Context: an optimization exercise on an open-source flow, tuned for small area. The choices shown serve that exercise and are no tape-out recipe. The RTL was checked by simulation tests, not by an equivalence proof against the original design. Power figures rest on the tool's default switching activity, not on a simulated workload.

==> inputs of v11 <==
==> flow/design.v (excerpt) <==
module pcs_10g_loopback (
	input  logic        tx_par_clk,
	input  logic        nreset,
	input  logic        rx_locked_i,
	input  logic [65:0] rx_par_data_i,
	output logic        rx_block_lock_o,
	output logic [65:0] tx_par_data_o
);
Settings: LEC_CHECK=0, CAP_MARGIN=20, CORE_MARGIN=2, CORE_UTILIZATION=80, PLACE_DENSITY=0.9, SLEW_MARGIN=20; clock period 6.4 ns.
standard.sh (not shown) runs the stock make flow with config.mk's settings and CLKGATE_MAP_FILE= SYNTH_SCRIPT=/design/flow/synth_recipe.tcl, a recipe that flattens the netlist after the stock synthesis.
==> flow/flow/run.sh <==
#!/bin/bash
# layout flow: the standard flow with an area-oriented ABC script (deepsyn, then
# area mapping twice) and no
# half-adder extraction, a
# peephole pass that folds inverters into xor/xnor cells, single-drive port
# buffers and a clock tree without dummy loads.
set -euo pipefail
export MY_ABC_SCRIPT=$PWD/flow/area.abc
# the synthesis script: ABC with flow/area.abc, and no half-adder extraction.
{ echo 'proc abc {args} { set i [lsearch $args -script]; lset args [expr {$i+1}] $::env(MY_ABC_SCRIPT); yosys abc {*}$args }'
  echo 'proc extract_fa {args} {}'
  cat synth_recipe.tcl; } > my_synth.tcl
sed "s#SYNTH_SCRIPT=[^ ]*#SYNTH_SCRIPT=$PWD/my_synth.tcl#" standard.sh > my_standard.sh
export BUFFER_PORTS_ARGS="-buffer_cell sky130_fd_sc_hd__buf_1"
export CTS_ARGS="-sink_clustering_enable -repair_clock_nets -dont_use_dummy_load -buf_list sky130_fd_sc_hd__buf_4 -sink_clustering_size 12 -sink_clustering_max_diameter 60"
RES=$PWD/orfs/results/sky130hd/pcs_10g_loopback/base
bash my_standard.sh $RES/1_2_yosys.v > synth.log 2>&1
cp $RES/1_2_yosys.v $RES/1_2_yosys.abc.v
python3 flow/peephole.py $RES/1_2_yosys.abc.v $RES/1_2_yosys.v > peephole.log 2>&1
bash my_standard.sh > standard.log 2>&1
==> flow/flow/area.abc <==
strash
&get -n
&deepsyn -T 90
&put
dch -f
map -a -B 0.5
strash
dch -f
map -a -B 0.5
Other scripts of this flow, unchanged in this note and not shown: flow/flow/peephole.py
==> v38 (differences from v11) <==
--- a/flow/flow/run.sh
+++ b/flow/flow/run.sh
@@ -1,4 +1,3 @@
 #!/bin/bash
-# layout flow: the standard flow with an area-oriented ABC script (deepsyn, then
-# area mapping twice) and no
+# layout flow: the standard flow with an area-oriented ABC mapping script and no
 # half-adder extraction, a
@@ -14,3 +13,3 @@
 export BUFFER_PORTS_ARGS="-buffer_cell sky130_fd_sc_hd__buf_1"
-export CTS_ARGS="-sink_clustering_enable -repair_clock_nets -dont_use_dummy_load -buf_list sky130_fd_sc_hd__buf_4 -sink_clustering_size 12 -sink_clustering_max_diameter 60"
+export CTS_ARGS="-sink_clustering_enable -repair_clock_nets -dont_use_dummy_load -buf_list sky130_fd_sc_hd__clkbuf_8 -sink_clustering_size 20 -sink_clustering_max_diameter 50"
 RES=$PWD/orfs/results/sky130hd/pcs_10g_loopback/base
==> flow/flow/area.abc (replaced) <==
strash
dch -f
map -a -B 0.5
strash
dch -f
map -a -B 0.5
Settings changed: CORE_UTILIZATION 80 to 55, PLACE_DENSITY 0.9 to unset.
==> v12 (differences from v11) <==
--- a/flow/flow/run.sh
+++ b/flow/flow/run.sh
@@ -1,4 +1,3 @@
 #!/bin/bash
-# layout flow: the standard flow with an area-oriented ABC script (deepsyn, then
-# area mapping twice) and no
+# layout flow: the standard flow with an area-oriented ABC mapping script and no
 # half-adder extraction, a
@@ -14,3 +13,3 @@
 export BUFFER_PORTS_ARGS="-buffer_cell sky130_fd_sc_hd__buf_1"
-export CTS_ARGS="-sink_clustering_enable -repair_clock_nets -dont_use_dummy_load -buf_list sky130_fd_sc_hd__buf_4 -sink_clustering_size 12 -sink_clustering_max_diameter 60"
+export CTS_ARGS="-sink_clustering_enable -repair_clock_nets -dont_use_dummy_load -buf_list sky130_fd_sc_hd__clkbuf_4 -sink_clustering_size 10 -sink_clustering_max_diameter 60"
 RES=$PWD/orfs/results/sky130hd/pcs_10g_loopback/base
==> flow/flow/area.abc (replaced) <==
strash
dch -f
map -a -B 0.5
strash
dch -f
map -a -B 0.5
Settings changed: CORE_UTILIZATION 80 to 55, PLACE_DENSITY 0.9 to unset.
==> v20 (differences from v11) <==
Settings changed: CORE_UTILIZATION 80 to 70, PLACE_DENSITY 0.9 to 0.8.
==> results.txt <==
Clock Power Share 26.6%; first-pass GRT wire length around 34 mm; TritonCTS buffer count 45; share of cells above drive strength 1 4.45%; GRT Util Overall roughly 20%; nets approximately 1200; clk pwr 1.02 mW; Multi-input comb cells between 400 and 500; outcome finished clean
That was v12.
==> results.txt <==
GR met2 Demand/Resource approximately a third; Hold Crit Start dl1_q[9]; GRT Util Overall about a fifth; Clock Power Share 28.1%; WP buf/inv 9; seq_cells a little under 400; nets around 1200; Multi-input comb cells 491; first-pass GRT wire length around 34 mm; outcome finished clean; clk pwr between 1 and 1.5 mW; P_comb approximately 0.30 mW
That was v38.
==> results.txt <==
worst r2r src u_pcs_rx.u_descrambler.state_q[20]; TritonCTS buffer count 38; Multi-input comb cells about 470; most frequent cells in the layout dfxtp_1 (396), xnor2_1 (193), buf_1 (135), a21oi_1 (81), o21ai_0 (48); first-pass GRT wire length between 30 and 40 mm; GRT Util Overall a little under a quarter; Routed Antenna Nets 0; outcome finished clean; Clock Power Share 25.8%; clk pwr 0.975 mW; Non-clock buffers 137; share of cells above drive strength 1 3.85%; nets between 1000 and 1500
That was v20.
==> results.txt <==
Ports between 100 and 150; Multi-input comb cells 465; GRT Util Overall a little under a third; share of cells above drive strength 1 between 3 and 4%; outcome finished clean; clk pwr around 1.0 mW; worst r2r src u_pcs_rx.u_descrambler.state_q[20]; setup_tns 0 ps; first-pass GRT wire length around 36 mm; Hold Path End dl_ctrl_q[2]; Clock Power Share between 20% and 30%; Clock Path Buffers 3; nets around 1100; TritonCTS buffer count 38; Flop pwr share about two thirds
That was v11.

========
==> run a <==
==> flow/design.v <==
package pcs_line_pkg;
	localparam int PAYLOAD_W = 64;
	localparam logic [1:0] SYNC_DATA = 2'b01;
	localparam logic [1:0] SYNC_CTRL = 2'b10;
	localparam logic [6:0] CODE_IDLE  = 7'h00;
	localparam logic [6:0] CODE_ERROR = 7'h1E;
	typedef enum logic [7:0] {
		BT_IDLE   = 8'h1E,
		BT_START0 = 8'h78,
		BT_START4 = 8'h33,
		BT_TERM0  = 8'h87,
		BT_TERM1  = 8'h99,
		BT_TERM2  = 8'hAA,
		BT_TERM3  = 8'hB4,
		BT_TERM4  = 8'hCC,
		BT_TERM5  = 8'hD2,
		BT_TERM6  = 8'hE1,
		BT_TERM7  = 8'hFF
	} block_type_e;
	typedef struct packed {
		logic [1:0]           sync;
		logic [PAYLOAD_W-1:0] payload;
	} pcs_block_t;
	localparam pcs_block_t BLOCK_IDLE = {SYNC_CTRL, 56'h0, BT_IDLE};
	localparam logic [PAYLOAD_W-1:0] BLOCK_ERR_P = {{8{CODE_ERROR}}, BT_IDLE};
	localparam int LOCK_GOOD_CNT = 64;
	localparam int LOCK_BAD_CNT  = 16;
	localparam int LOCK_WIN      = 64;
	localparam int LOCK_GOOD_W   = $clog2(LOCK_GOOD_CNT);
	localparam int LOCK_BAD_W    = $clog2(LOCK_BAD_CNT);
	localparam int LOCK_WIN_W    = $clog2(LOCK_WIN);
	localparam int SCR_W   = 58;
	localparam int SCR_TAP = 39;
endpackage
package pcs_word_pkg;
	localparam int DATA_W  = 64;
	localparam int KEEP_W  = DATA_W/8;
	localparam int START_W = 2;
	typedef struct packed {
		logic               ctrl;
		logic               idle;
		logic [START_W-1:0] start;
		logic               term;
		logic               err;
		logic [KEEP_W-1:0]  keep;
		logic [DATA_W-1:0]  data;
	} pcs_word_t;
	localparam pcs_word_t WORD_IDLE = {1'b1, 1'b1, {START_W{1'b0}}, 1'b0,
		1'b0, {KEEP_W{1'b0}}, {DATA_W{1'b0}}};
	localparam pcs_word_t WORD_ERR  = {1'b1, 1'b0, {START_W{1'b0}}, 1'b0,
		1'b1, {KEEP_W{1'b0}}, {DATA_W{1'b0}}};
endpackage
`timescale 1ns/1ps
import pcs_line_pkg::*;
module pcs_block_lock (
	input  logic       tx_par_clk,
	input  logic       nreset,
	input  logic       serdes_lock_i,
	input  logic [1:0] sync_i,
	output logic       hdr_ok_o,
	output logic       lock_d_o,
	output logic       lock_o
);
logic                  state_q;
logic                  state_d;
logic [LOCK_WIN_W-1:0] cnt_q;
logic [LOCK_BAD_W-1:0] bad_q;
logic                  hdr_valid;
logic                  cnt_end;
logic                  lose;
assign hdr_valid = sync_i[1] ^ sync_i[0];
localparam logic [5:0] CNT_LAST = 6'b100000;
logic [5:0] cnt_step;
assign cnt_step  = {cnt_q[4:0], cnt_q[5] ^ (cnt_q[4] || (cnt_q[3:0] == 4'h0))};
assign cnt_end   = (cnt_q == CNT_LAST);
assign lose      = !hdr_valid && (bad_q == LOCK_BAD_W'(LOCK_BAD_CNT - 1));
always_comb begin
	if (!nreset || !serdes_lock_i)
		state_d = 1'b0;
	else if (state_q)
		state_d = !lose;
	else
		state_d = hdr_valid && cnt_end;
end
always_ff @(posedge tx_par_clk) begin
	state_q <= state_d;
	if (!nreset || !serdes_lock_i)
		cnt_q <= '0;
	else if (state_q ? lose : !hdr_valid)
		cnt_q <= '0;
	else
		cnt_q <= cnt_step;
	if (!state_q || cnt_end)
		bad_q <= '0;
	else if (!hdr_valid)
		bad_q <= bad_q + 1'b1;
end
assign hdr_ok_o = hdr_valid;
assign lock_d_o = state_d;
assign lock_o   = state_q;
endmodule
`timescale 1ns/1ps
import pcs_line_pkg::*;
module pcs_descrambler (
	input  logic                 tx_par_clk,
	input  logic [PAYLOAD_W-1:0] payload_i,
	output logic [PAYLOAD_W-1:0] plain_o
);
logic [SCR_W-1:0]           state_q;
logic [SCR_W+PAYLOAD_W-1:0] ext;
always_comb begin
	ext = {payload_i, state_q};
	for (int i = 0; i < PAYLOAD_W; i++)
		plain_o[i] = ext[SCR_W+i] ^ ext[SCR_W-SCR_TAP+i] ^ ext[i];
end
always_ff @(posedge tx_par_clk)
	state_q <= payload_i[PAYLOAD_W-1 -: SCR_W];
endmodule
`timescale 1ns/1ps
import pcs_line_pkg::*;
module pcs_decoder (
	input  logic                 tx_par_clk,
	input  logic                 lock_i,
	input  logic                 hdr_ok_i,
	input  logic [1:0]           sync_i,
	input  logic [PAYLOAD_W-1:0] plain_i,
	output logic                 ctrl_o,
	output logic [PAYLOAD_W-1:0] payload_o
);
localparam logic [PAYLOAD_W-1:0] P_IDLE = {56'h0, BT_IDLE};
logic [7:0]           btype;
logic                 is_data;
logic                 type_ok;
logic                 term_ok;
logic                 idle_ok;
logic                 pass;
logic                 err;
logic [7:1]           keep;
logic [PAYLOAD_W-1:0] norm;
logic                 ctrl_q;
logic [PAYLOAD_W-1:0] payload_q;
assign btype   = plain_i[7:0];
assign is_data = (sync_i == SYNC_DATA);
assign term_ok = btype[7] && (btype[3] == ^btype[6:4]) && (btype[2] != (btype[5] ^ btype[4]))
	&& (btype[1] != (btype[6] ^ btype[4])) && (btype[0] != (btype[6] ^ btype[5]));
assign idle_ok = (btype == BT_IDLE) && (plain_i[63:8] == 56'h0);
assign type_ok = term_ok || (btype == BT_START0) || (btype == BT_START4) || idle_ok;
assign pass = lock_i && hdr_ok_i && (is_data || type_ok);
assign err  = lock_i && !(hdr_ok_i && (is_data || type_ok));
always_comb begin
	for (int k = 1; k < 8; k++) begin
		if (is_data)
			keep[k] = 1'b1;
		else if (btype[7])
			keep[k] = (btype[6:4] >= 3'(k));
		else
			keep[k] = !btype[0] || (k >= 5);
	end
end
always_comb begin
	norm[7:0] = pass ? btype : BT_IDLE;
	for (int k = 1; k < 8; k++)
		norm[8*k +: 8] = (pass && keep[k]) ? plain_i[8*k +: 8] :
			(err ? BLOCK_ERR_P[8*k +: 8] : 8'h00);
end
always_ff @(posedge tx_par_clk) begin
	ctrl_q    <= !(lock_i && is_data);
	payload_q <= ~norm;
end
assign ctrl_o    = ctrl_q;
assign payload_o = payload_q;
endmodule
`timescale 1ns/1ps
import pcs_line_pkg::*;
module pcs_rx (
	input  logic                 tx_par_clk,
	input  logic                 nreset,
	input  logic                 serdes_lock_i,
	input  logic [65:0]          serdes_block_i,
	output logic                 lock_o,
	output logic                 ctrl_o,
	output logic [PAYLOAD_W-1:0] payload_o
);
logic                 hdr_ok;
logic                 lock_d;
logic [PAYLOAD_W-1:0] plain;
pcs_block_lock u_block_lock (
	.tx_par_clk    (tx_par_clk),
	.nreset        (nreset),
	.serdes_lock_i (serdes_lock_i),
	.sync_i        (serdes_block_i[65:64]),
	.hdr_ok_o      (hdr_ok),
	.lock_d_o      (lock_d),
	.lock_o        (lock_o)
);
pcs_descrambler u_descrambler (
	.tx_par_clk (tx_par_clk),
	.payload_i  (serdes_block_i[63:0]),
	.plain_o    (plain)
);
pcs_decoder u_decoder (
	.tx_par_clk (tx_par_clk),
	.lock_i     (lock_d),
	.hdr_ok_i   (hdr_ok),
	.sync_i     (serdes_block_i[65:64]),
	.plain_i    (plain),
	.ctrl_o     (ctrl_o),
	.payload_o  (payload_o)
);
endmodule
`timescale 1ns/1ps
import pcs_line_pkg::*;
module pcs_tx (
	input  logic                 tx_par_clk,
	input  logic                 nreset,
	input  logic                 ctrl_i,
	input  logic [PAYLOAD_W-1:0] payload_i,
	output logic [65:0]          serdes_block_o
);
logic                       out_data_q;
logic [PAYLOAD_W-1:0]       out_q;
logic [SCR_W+PAYLOAD_W-1:0] ext;
always_comb begin
	ext = {{PAYLOAD_W{1'b0}}, out_q[PAYLOAD_W-1 -: SCR_W]};
	for (int i = 0; i < PAYLOAD_W; i++)
		ext[SCR_W+i] = !payload_i[i] ^ ext[SCR_W-SCR_TAP+i] ^ ext[i];
end
always_ff @(posedge tx_par_clk) begin
	if (!nreset) begin
		out_data_q <= 1'b0;
		out_q      <= BLOCK_IDLE[63:0];
	end else begin
		out_data_q <= !ctrl_i;
		out_q      <= ext[SCR_W +: PAYLOAD_W];
	end
end
assign serdes_block_o = {!out_data_q, out_data_q, out_q};
endmodule
`timescale 1ns/1ps
import pcs_line_pkg::*;
module pcs_10g_loopback (
	input  logic        tx_par_clk,
	input  logic        nreset,
	input  logic        rx_locked_i,
	input  logic [65:0] rx_par_data_i,
	output logic        rx_block_lock_o,
	output logic [65:0] tx_par_data_o
);
logic                 rx_ctrl;
logic [PAYLOAD_W-1:0] rx_payload;
logic [2:0]           dl_ctrl_q;
logic [PAYLOAD_W-1:0] dl1_q;
logic [PAYLOAD_W-1:0] dl2_q;
logic [PAYLOAD_W-1:0] dl3_q;
logic [1:0]           tx_rst_cnt_q;
logic                 tx_nreset;
pcs_rx u_pcs_rx (
	.tx_par_clk     (tx_par_clk),
	.nreset         (nreset),
	.serdes_lock_i  (rx_locked_i),
	.serdes_block_i (rx_par_data_i),
	.lock_o         (rx_block_lock_o),
	.ctrl_o         (rx_ctrl),
	.payload_o      (rx_payload)
);
always_ff @(posedge tx_par_clk) begin
	if (!nreset)
		tx_rst_cnt_q <= 2'b00;
	else
		tx_rst_cnt_q <= {tx_rst_cnt_q[1] | tx_rst_cnt_q[0], !tx_rst_cnt_q[1]};
end
assign tx_nreset = tx_rst_cnt_q[1] & !tx_rst_cnt_q[0];
always_ff @(posedge tx_par_clk) begin
	dl_ctrl_q <= {dl_ctrl_q[1:0], rx_ctrl};
	dl1_q     <= rx_payload;
	dl2_q     <= dl1_q;
	dl3_q     <= dl2_q;
end
pcs_tx u_pcs_tx (
	.tx_par_clk     (tx_par_clk),
	.nreset         (tx_nreset),
	.ctrl_i         (dl_ctrl_q[2]),
	.payload_i      (dl3_q),
	.serdes_block_o (tx_par_data_o)
);
endmodule
==> flow/flow/run.sh <==
#!/bin/bash
# layout flow: the standard flow with an area-oriented ABC mapping script,
# single-drive port buffers and a clock tree without dummy loads.
set -euo pipefail
export MY_ABC_SCRIPT=$PWD/flow/area.abc
{ echo 'proc abc {args} { set i [lsearch $args -script]; lset args [expr {$i+1}] $::env(MY_ABC_SCRIPT); yosys abc {*}$args }'; cat synth_recipe.tcl; } > my_synth.tcl
sed "s#SYNTH_SCRIPT=[^ ]*#SYNTH_SCRIPT=$PWD/my_synth.tcl#" standard.sh > my_standard.sh
export BUFFER_PORTS_ARGS="-buffer_cell sky130_fd_sc_hd__buf_1"
export CTS_ARGS="-sink_clustering_enable -repair_clock_nets -dont_use_dummy_load -buf_list sky130_fd_sc_hd__clkbuf_4 -sink_clustering_size 10 -sink_clustering_max_diameter 60"
bash my_standard.sh > standard.log 2>&1
==> flow/flow/area.abc <==
strash
dch -f
map -a -B 0.5
strash
dch -f
map -a -B 0.5
==> flow/standard.sh <==
#!/bin/bash
# synth_recipe.tcl (not shown) runs the flow's synth.tcl, then flattens the netlist and writes it again
# the make line also repeats each setting of config.mk as NAME=value (left out here)
make -C /OpenROAD-flow-scripts/flow DESIGN_CONFIG=/design/flow/config.mk WORK_HOME=/design/flow/orfs CLKGATE_MAP_FILE= SYNTH_SCRIPT=/design/flow/synth_recipe.tcl "${@:-finish}"
==> flow/config.mk <==
export PLATFORM = sky130hd
export DESIGN_NAME = pcs_10g_loopback
export DESIGN_NICKNAME = pcs_10g_loopback
export VERILOG_FILES = /design/flow/design.v
export SDC_FILE = /design/flow/constraint.sdc
export NUM_CORES = 4
export LEC_CHECK = 0
export CAP_MARGIN = 20
export CORE_MARGIN = 2
export CORE_UTILIZATION = 55
export SLEW_MARGIN = 20
==> flow/constraint.sdc <==
create_clock -name core_clock -period 6.4 [get_ports {tx_par_clk}]
set_input_delay 1.2800 -clock core_clock [delete_from_list [all_inputs] [get_ports {tx_par_clk}]]
set_output_delay 1.2800 -clock core_clock [all_outputs]
set_load 0.01 [all_outputs]
==> run b (differences from run a) <==
==> flow/design.v, changed modules only <==
module pcs_block_lock (
	input  logic       tx_par_clk,
	input  logic       nreset,
	input  logic       serdes_lock_i,
	input  logic [1:0] sync_i,
	output logic       hdr_ok_o,
	output logic       lock_d_o,
	output logic       lock_o
);
logic                  state_q;
logic                  state_d;
logic [LOCK_WIN_W-1:0] cnt_q;
logic [LOCK_BAD_W-1:0] bad_q;
logic                  hdr_valid;
logic                  cnt_end;
logic                  lose;
assign hdr_valid = sync_i[1] ^ sync_i[0];
assign cnt_end   = (cnt_q == LOCK_WIN_W'(LOCK_WIN - 1));
assign lose      = !hdr_valid && (bad_q == LOCK_BAD_W'(LOCK_BAD_CNT - 1));
always_comb begin
	if (!nreset || !serdes_lock_i)
		state_d = 1'b0;
	else if (state_q)
		state_d = !lose;
	else
		state_d = hdr_valid && cnt_end;
end
always_ff @(posedge tx_par_clk) begin
	state_q <= state_d;
	if (!nreset || !serdes_lock_i)
		cnt_q <= '0;
	else if (state_q ? lose : !hdr_valid)
		cnt_q <= '0;
	else
		cnt_q <= cnt_q + 1'b1;
	if (!state_q || cnt_end)
		bad_q <= '0;
	else if (!hdr_valid)
		bad_q <= bad_q + 1'b1;
end
assign hdr_ok_o = hdr_valid;
assign lock_d_o = state_d;
assign lock_o   = state_q;
endmodule
module pcs_decoder (
	input  logic                 tx_par_clk,
	input  logic                 lock_i,
	input  logic                 hdr_ok_i,
	input  logic [1:0]           sync_i,
	input  logic [PAYLOAD_W-1:0] plain_i,
	output logic                 ctrl_o,
	output logic [PAYLOAD_W-1:0] payload_o
);
localparam logic [PAYLOAD_W-1:0] P_IDLE = {56'h0, BT_IDLE};
logic [7:0]           btype;
logic                 is_data;
logic                 type_ok;
logic                 pass;
logic                 err;
logic [7:1]           keep;
logic [PAYLOAD_W-1:0] norm;
logic                 ctrl_q;
logic [PAYLOAD_W-1:0] payload_q;
assign btype   = plain_i[7:0];
assign is_data = (sync_i == SYNC_DATA);
always_comb begin
	case (btype)
		BT_IDLE:   type_ok = (plain_i[63:8] == 56'h0);
		BT_START0, BT_START4,
		BT_TERM0, BT_TERM1, BT_TERM2, BT_TERM3,
		BT_TERM4, BT_TERM5, BT_TERM6, BT_TERM7:
		           type_ok = 1'b1;
		default:   type_ok = 1'b0;
	endcase
end
assign pass = lock_i && hdr_ok_i && (is_data || type_ok);
assign err  = lock_i && !(hdr_ok_i && (is_data || type_ok));
always_comb begin
	for (int k = 1; k < 8; k++) begin
		if (is_data)
			keep[k] = 1'b1;
		else if (btype[7])
			keep[k] = (btype[6:4] >= 3'(k));
		else
			keep[k] = !btype[0] || (k >= 5);
	end
end
always_comb begin
	norm[7:0] = pass ? btype : BT_IDLE;
	for (int k = 1; k < 8; k++)
		norm[8*k +: 8] = (pass && keep[k]) ? plain_i[8*k +: 8] :
			(err ? BLOCK_ERR_P[8*k +: 8] : 8'h00);
end
always_ff @(posedge tx_par_clk) begin
	ctrl_q    <= !(lock_i && is_data);
	payload_q <= norm ^ BLOCK_ERR_P;
end
assign ctrl_o    = ctrl_q;
assign payload_o = payload_q;
endmodule
module pcs_tx (
	input  logic                 tx_par_clk,
	input  logic                 nreset,
	input  logic                 ctrl_i,
	input  logic [PAYLOAD_W-1:0] payload_i,
	output logic [65:0]          serdes_block_o
);
logic                       out_data_q;
logic [PAYLOAD_W-1:0]       out_q;
logic [SCR_W+PAYLOAD_W-1:0] ext;
always_comb begin
	ext = {{PAYLOAD_W{1'b0}}, out_q[PAYLOAD_W-1 -: SCR_W]};
	for (int i = 0; i < PAYLOAD_W; i++)
		ext[SCR_W+i] = payload_i[i] ^ BLOCK_ERR_P[i] ^ ext[SCR_W-SCR_TAP+i] ^ ext[i];
end
always_ff @(posedge tx_par_clk) begin
	if (!nreset) begin
		out_data_q <= 1'b0;
		out_q      <= BLOCK_IDLE[63:0];
	end else begin
		out_data_q <= !ctrl_i;
		out_q      <= ext[SCR_W +: PAYLOAD_W];
	end
end
assign serdes_block_o = {!out_data_q, out_data_q, out_q};
endmodule
module pcs_10g_loopback (
	input  logic        tx_par_clk,
	input  logic        nreset,
	input  logic        rx_locked_i,
	input  logic [65:0] rx_par_data_i,
	output logic        rx_block_lock_o,
	output logic [65:0] tx_par_data_o
);
logic                 rx_ctrl;
logic [PAYLOAD_W-1:0] rx_payload;
logic [2:0]           dl_ctrl_q;
logic [PAYLOAD_W-1:0] dl1_q;
logic [PAYLOAD_W-1:0] dl2_q;
logic [PAYLOAD_W-1:0] dl3_q;
logic                 tx_nreset_q1;
logic                 tx_nreset_q2;
logic                 tx_nreset;
pcs_rx u_pcs_rx (
	.tx_par_clk     (tx_par_clk),
	.nreset         (nreset),
	.serdes_lock_i  (rx_locked_i),
	.serdes_block_i (rx_par_data_i),
	.lock_o         (rx_block_lock_o),
	.ctrl_o         (rx_ctrl),
	.payload_o      (rx_payload)
);
always_ff @(posedge tx_par_clk) begin
	if (!nreset) begin
		tx_nreset_q1 <= 1'b0;
		tx_nreset_q2 <= 1'b0;
		tx_nreset    <= 1'b0;
	end else begin
		tx_nreset_q1 <= 1'b1;
		tx_nreset_q2 <= tx_nreset_q1;
		tx_nreset    <= tx_nreset_q2;
	end
end
always_ff @(posedge tx_par_clk) begin
	dl_ctrl_q <= {dl_ctrl_q[1:0], rx_ctrl};
	dl1_q     <= rx_payload;
	dl2_q     <= dl1_q;
	dl3_q     <= dl2_q;
end
pcs_tx u_pcs_tx (
	.tx_par_clk     (tx_par_clk),
	.nreset         (tx_nreset),
	.ctrl_i         (dl_ctrl_q[2]),
	.payload_i      (dl3_q),
	.serdes_block_o (tx_par_data_o)
);
endmodule
--- a/flow/flow/run.sh
+++ b/flow/flow/run.sh
@@ -7,4 +7,4 @@
 sed "s#SYNTH_SCRIPT=[^ ]*#SYNTH_SCRIPT=$PWD/my_synth.tcl#" standard.sh > my_standard.sh
 export BUFFER_PORTS_ARGS="-buffer_cell sky130_fd_sc_hd__buf_1"
-export CTS_ARGS="-sink_clustering_enable -repair_clock_nets -dont_use_dummy_load -buf_list sky130_fd_sc_hd__clkbuf_4 -sink_clustering_size 10 -sink_clustering_max_diameter 60"
+export CTS_ARGS="-sink_clustering_enable -repair_clock_nets -dont_use_dummy_load -buf_list sky130_fd_sc_hd__clkbuf_8 -sink_clustering_size 16 -sink_clustering_max_diameter 80"
 bash my_standard.sh > standard.log 2>&1
==> flow/flow/area.abc (replaced) <==
strash
dch -f
map -a -B 0.5
- CORE_UTILIZATION: 55 -> 40
==> comparison <==
In run a the cell area is lower than in run b, by 2.1%.
In sequential power, run b and run a hardly differ.
Of run a and run b, run b has the higher sequential cell count (gap 1).
Of run b and run a, run a has the higher global-route usage (gap 4.8 points).
Against run a, the count of clock-buffer cells in the layout of run b is lower by 17.
In run a the cell count is smaller than in run b, by 7.6%.
Worst hold slack: run b is better than run a (0.0092 ns).

==> port drivers added, routing unchanged <==
How much do the figures lean on ideal ports? The routed layouts below were timed once more, with nothing changed but the port constraints. Step 1: set_driving_cell puts a clkbuf_16 on tx_par_clk and a buf_2 on each other input, an assumption about the parent block. Step 2 adds t to the input delays and takes it off the output delays; t is the mean of the earliest and latest rising clock arrival at the registers after step 1. Input paths then give back, and output paths get back, about the clock's delay inside the block. Slacks: ideal / step 1 / step 2; pairs: ideal / step 1.
| run | shift t [ns] | slack for setup (ns) | worst register clock-pin slew, ns |
|---|---|---|---|
| v11 | 0.585 | 1.342 / 1.344 / 0.759 | 0.12 / 0.12 |
| v38 | 0.589 | 2.034 / 2.050 / 1.461 | 0.11 / 0.11 |
| v12 | 0.670 | 2.025 / 2.042 / 1.372 | 0.12 / 0.12 |
| v20 | 0.559 | 1.547 / 1.551 / 0.991 | 0.12 / 0.12 |
| run a | 0.666 | 2.728 / 2.746 / 2.080 | 0.11 / 0.11 |
| run b | 0.623 | 2.182 / 2.204 / 1.582 | 0.11 / 0.11 |
After both steps every run listed still meets setup and hold. The setup slack of v12, which loses most, moves by +0.017 ns with the drivers and by -0.653 ns with both steps.
